Background: an optimization exercise with open tools, aiming at small area. Do not read the settings as production practice.
Only simulation tests tie the RTL to the original design; equivalence was not proved.
Power figures rest on the tool's default switching activity, not on a simulated workload.

===== flow/run.sh =====
#!/bin/bash
# synth_recipe.tcl (not shown) runs the flow's synth.tcl, then flattens the netlist and writes it again
# the make line also repeats each setting of config.mk as NAME=value (left out here)
make -C /OpenROAD-flow-scripts/flow DESIGN_CONFIG=/design/flow/config.mk WORK_HOME=/design/flow/orfs CLKGATE_MAP_FILE= SYNTH_SCRIPT=/design/flow/synth_recipe.tcl finish

===== flow/constraint.sdc =====
create_clock -name core_clock -period 5.0 [get_ports {clock}]
set_input_delay 1.0000 -clock core_clock [delete_from_list [all_inputs] [get_ports {clock}]]
set_output_delay 1.0000 -clock core_clock [all_outputs]
set_load 0.01 [all_outputs]

===== flow/config.mk =====
export PLATFORM = sky130hd
export DESIGN_NAME = bmp24_stream_to_rgb565
export DESIGN_NICKNAME = bmp24_stream_to_rgb565
export VERILOG_FILES = /design/flow/design.v
export SDC_FILE = /design/flow/constraint.sdc
export NUM_CORES = 4
export LEC_CHECK = 0
export CAP_MARGIN = 20
export CORE_MARGIN = 2
export CORE_UTILIZATION = 40
export SLEW_MARGIN = 20

===== flow/design.v =====
`timescale 1ns / 1ps
package bsr_pkg;
   localparam logic [31:0] HEADER_LEN = 32'd30;
   localparam logic [7:0]  SIG_B      = 8'h42;
   localparam logic [7:0]  SIG_M      = 8'h4D;
   localparam logic [15:0] DEPTH_24   = 16'd24;
   localparam logic [31:0] POS_SIG_M     = 32'd1;
   localparam logic [31:0] POS_OFFSET_B0 = 32'd10;
   localparam logic [31:0] POS_OFFSET_B1 = 32'd11;
   localparam logic [31:0] POS_OFFSET_B2 = 32'd12;
   localparam logic [31:0] POS_OFFSET_B3 = 32'd13;
   localparam logic [31:0] POS_WIDTH_LO  = 32'd18;
   localparam logic [31:0] POS_WIDTH_HI  = 32'd19;
   localparam logic [31:0] POS_HEIGHT_LO = 32'd22;
   localparam logic [31:0] POS_HEIGHT_HI = 32'd23;
   localparam logic [31:0] POS_DEPTH_LO  = 32'd28;
   localparam logic [31:0] POS_DEPTH_HI  = 32'd29;
   localparam logic [15:0] SCREEN_WIDTH_RST  = 16'd320;
   localparam logic [15:0] SCREEN_HEIGHT_RST = 16'd240;
   localparam int COORD_W    = 18;
   localparam int COLOR_W    = 16;
   localparam int RSP_DATA_W = 56;
   typedef enum logic [1:0] {
      CSR_ORIGIN_X      = 2'd0,
      CSR_ORIGIN_Y      = 2'd1,
      CSR_SCREEN_WIDTH  = 2'd2,
      CSR_SCREEN_HEIGHT = 2'd3
   } csr_index_type;
   typedef enum logic [2:0] {
      PH_IDLE   = 3'd0,
      PH_HEADER = 3'd1,
      PH_SKIP   = 3'd2,
      PH_PIXEL  = 3'd3,
      PH_PAD    = 3'd4,
      PH_DONE   = 3'd5
   } phase_type;
   typedef enum logic [2:0] {
      KIND_PIXEL      = 3'd0,
      KIND_BAD_SIG    = 3'd1,
      KIND_BAD_DEPTH  = 3'd2,
      KIND_OFF_SCREEN = 3'd3,
      KIND_BAD_OFFSET = 3'd4
   } kind_type;
   typedef struct packed {
      logic [15:0] origin_x;
      logic [15:0] origin_y;
      logic        off_screen;
   } cfg_type;
   typedef struct packed {
      logic [7:0] data_byte;
      logic       start_of_file;
   } item_type;
   typedef struct packed {
      kind_type           kind;
      logic [COORD_W-1:0] pixel_x;
      logic [COORD_W-1:0] pixel_y;
      logic [COLOR_W-1:0] color;
      logic               last;
   } result_type;
endpackage
`timescale 1ns / 1ps
module bsr_csr (
   input  logic        clock,
   input  logic        reset,
   input  logic        csr_valid,
   output logic        csr_ready,
   input  logic [1:0]  csr_index,
   input  logic [15:0] csr_wdata,
   output bsr_pkg::cfg_type     cfg
);
   logic [15:0] origin_x_ff, origin_x_in;
   logic [15:0] origin_y_ff, origin_y_in;
   logic [15:0] screen_width_ff, screen_width_in;
   logic [15:0] screen_height_ff, screen_height_in;
   assign csr_ready = 1'b1;
   always_comb begin
      origin_x_in      = origin_x_ff;
      origin_y_in      = origin_y_ff;
      screen_width_in  = screen_width_ff;
      screen_height_in = screen_height_ff;
      if (csr_valid) begin
         unique case (csr_index)
            bsr_pkg::CSR_ORIGIN_X:      origin_x_in      = csr_wdata;
            bsr_pkg::CSR_ORIGIN_Y:      origin_y_in      = csr_wdata;
            bsr_pkg::CSR_SCREEN_WIDTH:  screen_width_in  = csr_wdata;
            bsr_pkg::CSR_SCREEN_HEIGHT: screen_height_in = csr_wdata;
            default:           origin_x_in      = origin_x_ff;
         endcase
      end
   end
   always_ff @(posedge clock) begin
      if (reset) begin
         origin_x_ff      <= '0;
         origin_y_ff      <= '0;
         screen_width_ff  <= bsr_pkg::SCREEN_WIDTH_RST;
         screen_height_ff <= bsr_pkg::SCREEN_HEIGHT_RST;
      end else begin
         origin_x_ff      <= origin_x_in;
         origin_y_ff      <= origin_y_in;
         screen_width_ff  <= screen_width_in;
         screen_height_ff <= screen_height_in;
      end
   end
   assign cfg.origin_x   = origin_x_ff;
   assign cfg.origin_y   = origin_y_ff;
   assign cfg.off_screen =
      ($signed({origin_x_ff[15], origin_x_ff}) >= $signed({1'b0, screen_width_ff})) ||
      ($signed({origin_y_ff[15], origin_y_ff}) >= $signed({1'b0, screen_height_ff}));
endmodule
`timescale 1ns / 1ps
module bsr_in_reg (
   input  logic       clock,
   input  logic       reset,
   input  logic       req_tvalid,
   output logic       req_tready,
   input  logic [7:0] req_tdata,
   input  logic       req_tuser,
   input  logic       advance,
   output logic       item_valid,
   output bsr_pkg::item_type   item
);
   logic     valid_ff, valid_in;
   bsr_pkg::item_type item_ff, item_in;
   assign req_tready = !valid_ff || advance;
   always_comb begin
      valid_in = valid_ff;
      item_in  = item_ff;
      if (req_tready) begin
         valid_in = req_tvalid;
         item_in  = {req_tdata, req_tuser};
      end
   end
   always_ff @(posedge clock) begin
      if (reset) begin
         valid_ff <= 1'b0;
      end else begin
         valid_ff <= valid_in;
      end
   end
   always_ff @(posedge clock) begin
      item_ff <= item_in;
   end
   assign item_valid = valid_ff;
   assign item       = item_ff;
endmodule
`timescale 1ns / 1ps
module bsr_parser (
   input  logic       clock,
   input  logic       reset,
   input  logic       advance,
   input  bsr_pkg::item_type   item,
   input  bsr_pkg::cfg_type    cfg,
   output logic       emit,
   output bsr_pkg::result_type result
);
   bsr_pkg::phase_type   phase_ff, phase_in;
   logic [31:0] pos_ff, pos_in;
   logic [31:0] offset_ff, offset_in;
   logic [15:0] width_ff, width_in;
   logic [15:0] height_ff, height_in;
   logic [15:0] depth_ff, depth_in;
   logic [15:0] col_ff, col_in;
   logic [15:0] row_ff, row_in;
   logic [1:0]  bip_ff, bip_in;
   logic [1:0]  pad_ff, pad_in;
   logic [7:0]  blue_ff, blue_in;
   logic [7:0]  green_ff, green_in;
   logic [7:0]         b;
   logic [31:0]        pos_inc;
   logic [15:0]        depth_full;
   logic [16:0]        col_inc;
   logic [16:0]        row_inc;
   logic [1:0]         pad_dec;
   logic [bsr_pkg::COORD_W-1:0] px;
   logic [bsr_pkg::COORD_W-1:0] py;
   logic [bsr_pkg::COLOR_W-1:0] color;
   assign b          = item.data_byte;
   assign pos_inc    = pos_ff + 32'd1;
   assign depth_full = {b, depth_ff[7:0]};
   assign col_inc    = {1'b0, col_ff} + 17'd1;
   assign row_inc    = {1'b0, row_ff} + 17'd1;
   assign pad_dec    = pad_ff - 2'd1;
   assign px    = {{2{cfg.origin_x[15]}}, cfg.origin_x} + {2'b00, col_ff};
   assign py    = {{2{cfg.origin_y[15]}}, cfg.origin_y} + {2'b00, height_ff}
                  - 18'd1 - {2'b00, row_ff};
   assign color = {b[7:3], green_ff[7:2], blue_ff[7:3]};
   always_comb begin
      phase_in  = phase_ff;
      pos_in    = pos_ff;
      offset_in = offset_ff;
      width_in  = width_ff;
      height_in = height_ff;
      depth_in  = depth_ff;
      col_in    = col_ff;
      row_in    = row_ff;
      bip_in    = bip_ff;
      pad_in    = pad_ff;
      blue_in   = blue_ff;
      green_in  = green_ff;
      emit      = 1'b0;
      result    = '0;
      if (item.start_of_file) begin
         pos_in    = '0;
         offset_in = '0;
         width_in  = '0;
         height_in = '0;
         depth_in  = '0;
         col_in    = '0;
         row_in    = '0;
         bip_in    = '0;
         pad_in    = '0;
         blue_in   = '0;
         green_in  = '0;
         phase_in  = bsr_pkg::PH_HEADER;
         if (cfg.off_screen) begin
            phase_in    = bsr_pkg::PH_DONE;
            emit        = 1'b1;
            result.kind = bsr_pkg::KIND_OFF_SCREEN;
         end else begin
            pos_in = 32'd1;
            if (b != bsr_pkg::SIG_B) begin
               phase_in    = bsr_pkg::PH_DONE;
               emit        = 1'b1;
               result.kind = bsr_pkg::KIND_BAD_SIG;
            end
         end
      end else begin
         unique case (phase_ff)
            bsr_pkg::PH_HEADER: begin
               pos_in = pos_inc;
               if (pos_ff == bsr_pkg::POS_SIG_M && b != bsr_pkg::SIG_M) begin
                  phase_in    = bsr_pkg::PH_DONE;
                  emit        = 1'b1;
                  result.kind = bsr_pkg::KIND_BAD_SIG;
               end
               if (pos_ff == bsr_pkg::POS_OFFSET_B0) offset_in[7:0]   = b;
               if (pos_ff == bsr_pkg::POS_OFFSET_B1) offset_in[15:8]  = b;
               if (pos_ff == bsr_pkg::POS_OFFSET_B2) offset_in[23:16] = b;
               if (pos_ff == bsr_pkg::POS_OFFSET_B3) offset_in[31:24] = b;
               if (pos_ff == bsr_pkg::POS_WIDTH_LO)  width_in[7:0]    = b;
               if (pos_ff == bsr_pkg::POS_WIDTH_HI)  width_in[15:8]   = b;
               if (pos_ff == bsr_pkg::POS_HEIGHT_LO) height_in[7:0]   = b;
               if (pos_ff == bsr_pkg::POS_HEIGHT_HI) height_in[15:8]  = b;
               if (pos_ff == bsr_pkg::POS_DEPTH_LO)  depth_in[7:0]    = b;
               if (pos_ff == bsr_pkg::POS_DEPTH_HI) begin
                  depth_in = depth_full;
                  if (depth_full != bsr_pkg::DEPTH_24) begin
                     phase_in    = bsr_pkg::PH_DONE;
                     emit        = 1'b1;
                     result.kind = bsr_pkg::KIND_BAD_DEPTH;
                  end else if (offset_ff < bsr_pkg::HEADER_LEN) begin
                     phase_in    = bsr_pkg::PH_DONE;
                     emit        = 1'b1;
                     result.kind = bsr_pkg::KIND_BAD_OFFSET;
                  end else if (width_ff == '0 || height_ff == '0) begin
                     phase_in = bsr_pkg::PH_DONE;
                  end else if (offset_ff == bsr_pkg::HEADER_LEN) begin
                     phase_in = bsr_pkg::PH_PIXEL;
                  end else begin
                     phase_in = bsr_pkg::PH_SKIP;
                  end
               end
            end
            bsr_pkg::PH_SKIP: begin
               pos_in = pos_inc;
               if (pos_inc == offset_ff) phase_in = bsr_pkg::PH_PIXEL;
            end
            bsr_pkg::PH_PIXEL: begin
               unique case (bip_ff)
                  2'd0: begin
                     blue_in = b;
                     bip_in  = 2'd1;
                  end
                  2'd1: begin
                     green_in = b;
                     bip_in   = 2'd2;
                  end
                  default: begin
                     bip_in         = 2'd0;
                     emit           = 1'b1;
                     result.pixel_x = px;
                     result.pixel_y = py;
                     result.color   = color;
                     col_in         = col_inc[15:0];
                     if (col_inc >= {1'b0, width_ff}) begin
                        col_in = '0;
                        row_in = row_inc[15:0];
                        if (row_inc >= {1'b0, height_ff}) begin
                           result.last = 1'b1;
                           phase_in    = bsr_pkg::PH_DONE;
                        end else begin
                           pad_in = width_ff[1:0];
                           if (width_ff[1:0] != 2'd0) phase_in = bsr_pkg::PH_PAD;
                        end
                     end
                  end
               endcase
            end
            bsr_pkg::PH_PAD: begin
               if (pad_ff != 2'd0) pad_in = pad_dec;
               if (pad_ff <= 2'd1) phase_in = bsr_pkg::PH_PIXEL;
            end
            default: begin
               phase_in = phase_ff;
            end
         endcase
      end
   end
   always_ff @(posedge clock) begin
      if (reset) begin
         phase_ff  <= bsr_pkg::PH_IDLE;
         pos_ff    <= '0;
         offset_ff <= '0;
         width_ff  <= '0;
         height_ff <= '0;
         depth_ff  <= '0;
         col_ff    <= '0;
         row_ff    <= '0;
         bip_ff    <= '0;
         pad_ff    <= '0;
         blue_ff   <= '0;
         green_ff  <= '0;
      end else if (advance) begin
         phase_ff  <= phase_in;
         pos_ff    <= pos_in;
         offset_ff <= offset_in;
         width_ff  <= width_in;
         height_ff <= height_in;
         depth_ff  <= depth_in;
         col_ff    <= col_in;
         row_ff    <= row_in;
         bip_ff    <= bip_in;
         pad_ff    <= pad_in;
         blue_ff   <= blue_in;
         green_ff  <= green_in;
      end
   end
endmodule
`timescale 1ns / 1ps
module bsr_out_reg (
   input  logic                  clock,
   input  logic                  reset,
   input  logic                  advance,
   input  logic                  emit,
   input  bsr_pkg::result_type            result,
   output logic                  out_free,
   output logic                  rsp_tvalid,
   input  logic                  rsp_tready,
   output logic [bsr_pkg::RSP_DATA_W-1:0] rsp_tdata,
   output logic [2:0]            rsp_tuser,
   output logic                  rsp_tlast
);
   logic       valid_ff, valid_in;
   bsr_pkg::result_type result_ff, result_in;
   assign out_free = !valid_ff || rsp_tready;
   always_comb begin
      valid_in  = valid_ff;
      result_in = result_ff;
      if (advance) begin
         valid_in  = emit;
         result_in = result;
      end else if (rsp_tready) begin
         valid_in = 1'b0;
      end
   end
   always_ff @(posedge clock) begin
      if (reset) begin
         valid_ff <= 1'b0;
      end else begin
         valid_ff <= valid_in;
      end
   end
   always_ff @(posedge clock) begin
      result_ff <= result_in;
   end
   assign rsp_tvalid = valid_ff;
   assign rsp_tdata  = {{(bsr_pkg::RSP_DATA_W - 2 * bsr_pkg::COORD_W - bsr_pkg::COLOR_W){1'b0}},
                        result_ff.color, result_ff.pixel_y, result_ff.pixel_x};
   assign rsp_tuser  = result_ff.kind;
   assign rsp_tlast  = result_ff.last;
endmodule
`timescale 1ns / 1ps
module bmp24_stream_to_rgb565 (
   input  logic                  clock,
   input  logic                  reset,
   input  logic                  req_tvalid,
   output logic                  req_tready,
   input  logic [7:0]            req_tdata,    
   input  logic                  req_tuser,    
   output logic                  rsp_tvalid,
   input  logic                  rsp_tready,
   output logic [bsr_pkg::RSP_DATA_W-1:0] rsp_tdata,    
   output logic [2:0]            rsp_tuser,    
   output logic                  rsp_tlast,
   input  logic                  csr_valid,
   output logic                  csr_ready,
   input  logic [1:0]            csr_index,
   input  logic [15:0]           csr_wdata
);
   bsr_pkg::cfg_type    cfg;
   bsr_pkg::item_type   item;
   bsr_pkg::result_type result;
   logic       item_valid;
   logic       out_free;
   logic       advance;
   logic       emit;
   assign advance = item_valid && out_free;
   bsr_csr u_csr (
      .clock     (clock),
      .reset     (reset),
      .csr_valid (csr_valid),
      .csr_ready (csr_ready),
      .csr_index (csr_index),
      .csr_wdata (csr_wdata),
      .cfg       (cfg)
   );
   bsr_in_reg u_in_reg (
      .clock      (clock),
      .reset      (reset),
      .req_tvalid (req_tvalid),
      .req_tready (req_tready),
      .req_tdata  (req_tdata),
      .req_tuser  (req_tuser),
      .advance    (advance),
      .item_valid (item_valid),
      .item       (item)
   );
   bsr_parser u_parser (
      .clock   (clock),
      .reset   (reset),
      .advance (advance),
      .item    (item),
      .cfg     (cfg),
      .emit    (emit),
      .result  (result)
   );
   bsr_out_reg u_out_reg (
      .clock      (clock),
      .reset      (reset),
      .advance    (advance),
      .emit       (emit),
      .result     (result),
      .out_free   (out_free),
      .rsp_tvalid (rsp_tvalid),
      .rsp_tready (rsp_tready),
      .rsp_tdata  (rsp_tdata),
      .rsp_tuser  (rsp_tuser),
      .rsp_tlast  (rsp_tlast)
   );
endmodule

==> run notes <==
==> logic make-up (layout without fill, tap and decap cells) <==
group	count (synthesis)	count (layout)	synth area share
and+or+nand+nor	787	787	0.235
AOI/OAI and AO/OA	431	431	0.156
DFF	285	285	0.379
buffers and inverters	268	309	0.0649
adders and majority gates	125	125	0.101
xor gates and xnor gates	82	82	0.0428
muxes	34	34	0.0203
other	2	5	0.000448
==> worst paths after layout <==
check | end | startpoint | cells past startpoint
worst max-delay path | u_parser.row_ff[8] | u_parser.col_ff[2] | 16
worst max register to register | u_parser.row_ff[8] | u_parser.col_ff[2] | 16
worst min register to register | u_csr.screen_width_ff[5] | u_csr.screen_width_ff[5] | 2
worst min-delay path | u_csr.screen_width_ff[5] | u_csr.screen_width_ff[5] | 2
==> power groups by stage <==
stage	clock network (W)	logic [W]	registers, W
CTS	0.00254	0.000469	0.00243
global route	0.00263	0.000520	0.00244
detailed placement	0	0.000466	0.00248
finish	0.00249	0.000470	0.00243
global placement	0	0.000460	0.00248
floorplan	0	0.000304	0.00248
==> synthesized netlist by cell type, types with 10 or more instances <==
| cell | number | share of area |
|---|---|---|
| nand3_1 | 87 | 0.026 |
| nor4_1 | 38 | 0.014 |
| and3_1 | 39 | 0.015 |
| nand2b_1 | 18 | 0.0067 |
| mux2i_1 | 34 | 0.020 |
| dfxtp_1 | 220 | 0.26 |
| nand3b_1 | 12 | 0.0054 |
| clkbuf_1 | 95 | 0.021 |
| xor2_1 | 38 | 0.020 |
| o21a_1 | 12 | 0.0054 |
| nor2b_1 | 29 | 0.011 |
| xnor2_1 | 44 | 0.023 |
| a22oi_1 | 13 | 0.0058 |
| buf_4 | 11 | 0.0049 |
| nand2_1 | 237 | 0.053 |
| a31oi_1 | 17 | 0.0063 |
| o211ai_1 | 11 | 0.0049 |
| nor3b_1 | 13 | 0.0058 |
| o21ai_0 | 83 | 0.025 |
| nor3_1 | 35 | 0.010 |
| a211oi_1 | 17 | 0.0076 |
| or3_1 | 19 | 0.0071 |
| a21oi_1 | 187 | 0.056 |
| nor2_1 | 168 | 0.038 |
| ha_1 | 107 | 0.080 |
| fa_1 | 18 | 0.021 |
| inv_1 | 140 | 0.031 |
| nand4_1 | 36 | 0.013 |
| buf_2 | 13 | 0.0039 |
| or4_1 | 10 | 0.0045 |
| a21o_1 | 25 | 0.011 |
| and2_1 | 10 | 0.0037 |
| edfxtp_1 | 65 | 0.12 |
==> through the flow <==
| stage | hold WS, ps | power (W) |
|---|---|---|
| after global routing | 470 | 0.00558 |
| after CTS | 455 | 0.00544 |
| after floorplan | 436 | 0.00278 |
| after detailed placement | 447 | 0.00295 |
| after global placement | 442 | 0.00294 |
| final | 455 | 0.00539 |
==> worst max-delay path, cell delays in order (launching register included) <==
cell and delay, ps:
dfxtp_1 420, nand3_1 210, nor3_1 520, and3_1 240, nand3_1 100, xnor2_1 250, ha_1 280, o21a_1 180
o21ai_0 230, a21oi_1 70, a211o_1 290, a21oi_1 310, nand2b_1 230, a21oi_1 230, buf_4 240, o21ai_0 110
o41ai_1 80
==> layout by cell type, fill, tap and decap left out, types with 39 or more instances in the layout <==
cell,Yosys,final
a21oi_1,187,187
dfxtp_1,220,220
o21ai_0,83,82
edfxtp_1,65,65
nand2_1,237,237
xnor2_1,44,44
clkdlybuf4s50_1,0,88
inv_1,140,140
and3_1,39,39
nand3_1,87,87
nor2_1,168,166
ha_1,107,107
==> final cells by class <==
| type | count | area share |
|---|---|---|
| multi-input combinational | 1464 | 0.491 |
| sequential | 285 | 0.334 |
| inverter | 140 | 0.0276 |
| clock buffer | 43 | 0.0485 |
| timing repair buffer | 107 | 0.0539 |
| tap | 539 | 0.0354 |
| clock inverter | 19 | 0.0105 |
==> layer usage <==
metal	track usage	vias to the layer above	wire length, microns
li1	-	7117	-
met1	0.285	6936	21500
met2	0.349	419	21600
met3	0.0284	77	2270
met4	0.0633	0	1070
met5	0	-	0
==> flip-flops by register name, indices dropped and copies added (netlist names), 8 cells and up <==
register	cells
u_out_reg.result_ff	56
u_parser.width_ff	16
u_csr.origin_y_ff	16
u_in_reg.item_ff	9
u_csr.origin_x_ff	16
u_parser.pos_ff	32
u_parser.offset_ff	32
u_csr.screen_height_ff	16
u_parser.depth_ff	8
u_parser.height_ff	16
u_parser.col_ff	16
u_csr.screen_width_ff	16
u_parser.row_ff	16
==> results by group <==
Global route
  – Vias in the first global route: 13835
  – Tot GR Track Use: 0.210
  – Overflow after GRT: 0
  – First-pass GRT wire length: 74300 microns
  – Initial antenna violation count: 0
  – Largest net degree at the start of global routing: 78

Detailed routing
  – Initial DRC Count: 1087
  – Drt drc: 0
  – TritonRoute pass-1 iters: 5
  – Via-per-instance ratio: 5.60
  – WL final: 46400 microns
  – Average wire per standard cell: 17.8 microns
  – Total number of vias: 14549
  – Routed Antenna Nets: 0

Power and ir drop
  – Power per cell area: 283 nW/um^2
  – Leakage: 7.27 nW
  – P_sw: 0.00134 W
  – Peak supply drop: 0.219 mV
  – Int Pwr: 0.00406 W
  – Sw frac: 0.248
  – Logic pwr share: 0.087
  – Clock power frac: 0.462
  – Seq pwr share: 0.451

Logic synthesis
  – Syn Inst Count: 2014
  – Yosys cell types: 81
  – Sequential share of the synthesized area: 0.379
  – Mean Syn Cell Area: 8.32 sq um
  – Yosys warns: 4
  – Synth Flop Type: dfxtp_1
  – Post-synth ARST share: 0
  – Post-Syn Area: 16800 sq um
  – EDFF count, synth: 65
  – Register bit total from synthesis: 285

Place
  – Placed Cells: 2535
  – # port buffers: 89
  – HPWL Detailed: 33300 microns
  – Dpl ws: 976 ps
  – Cell area after placement: 17900 sq um
  – GP Congestion: 0.893

STA
  – Setup-failing EPs final: 0
  – Achievable Freq: 245 MHz
  – Setup Skew: 17.8 ps
  – TNS Setup: 0 ps
  – Final worst slack: 911 ps
  – Worst Tran Pin Value: 1060 ps
  – Final hold violation count: 0
  – Slew headroom: 0.294
  – Slew Limit Fails: 0
  – Period utilization: 0.818
  – Tmin final: 4090 ps
  – RSZ-0062 raised after global routing: false

Setup path
  – Crit. End Element: flip-flop
  – Worst-path maximum fanout: 14
  – Req. time, crit path: 5420 ps
  – WS Path Type: reg -> reg
  – Crit start category: flip-flop
  – Worst reg-to-reg setup slack: 910 ps
  – Worst path arrival time: 4510 ps

Clock network
  – Hold_buf cts: 0
  – CTS tree: done
  – # clock sinks: 285
  – H-tree levels: 2
  – Cts repair resizes: 0
  – Root buffer cell: clkbuf_16
  – Clock-pin slew on the worst setup and hold paths: 60 ps
  – Worst-skew pair later-pin latency: 540 ps
  – CTS Buffer Depth: 3
  – TritonCTS buffer count: 34
  – Setup Fix Bufs, Post-CTS: 0

Floorplan
  – IO Pins: 95
  – Die Span X: 209 microns
  – Chip Height: 209 microns
  – Core ar.: 41700 sq um
  – Initial Util: 0.402
  – Row cnt: 75
  – Die area: 43600 sq um

Status
  – Status: no timing/DRC/antenna violations

Final layout
  – Sequential Area: 6360 sq um
  – Fin util: 0.457
  – Fin area: 19100 sq um
  – Area delta synth->final: 13.7%
  – Fillers: 4071
  – Layout cells sized above 1: 0.0496
  – Multi-input gate area: 9350 sq um
  – Finished Layout Cells: 2597
  – Nets@finish: 2189
  – Ant diodes: 0

Min path
  – Hold Crit Class: reg -> reg

Run
  – Max-cap violation count: 0

## afterwards: timing with drivers on the ports
The flow's constraints put no driver on any port. The routed layout listed below was extracted and timed again, unchanged, in two steps.
Step 1, drivers: a clkbuf_16 drives clock and a buf_2 each remaining input, both assumed.
Step 2 adds t to the input delays and takes it off the output delays; t is the mean of the earliest and latest rising clock arrival at the registers after step 1. Input paths then give back, and output paths get back, about the clock's delay inside the block.
a / b / c = no drivers / after step 1 / after step 2; a / b = the first two.
t (ns): 0.582
setup WS [ns]: 0.911 / 0.911 / 0.911
slew at the worst register clock pin (ns): 0.06 / 0.06
cell pins on the clock port's net: 1
After both steps setup and hold are still met in this run. For this run, drivers alone change the setup slack by 0.000 ns; drivers and shift together by 0.000 ns.
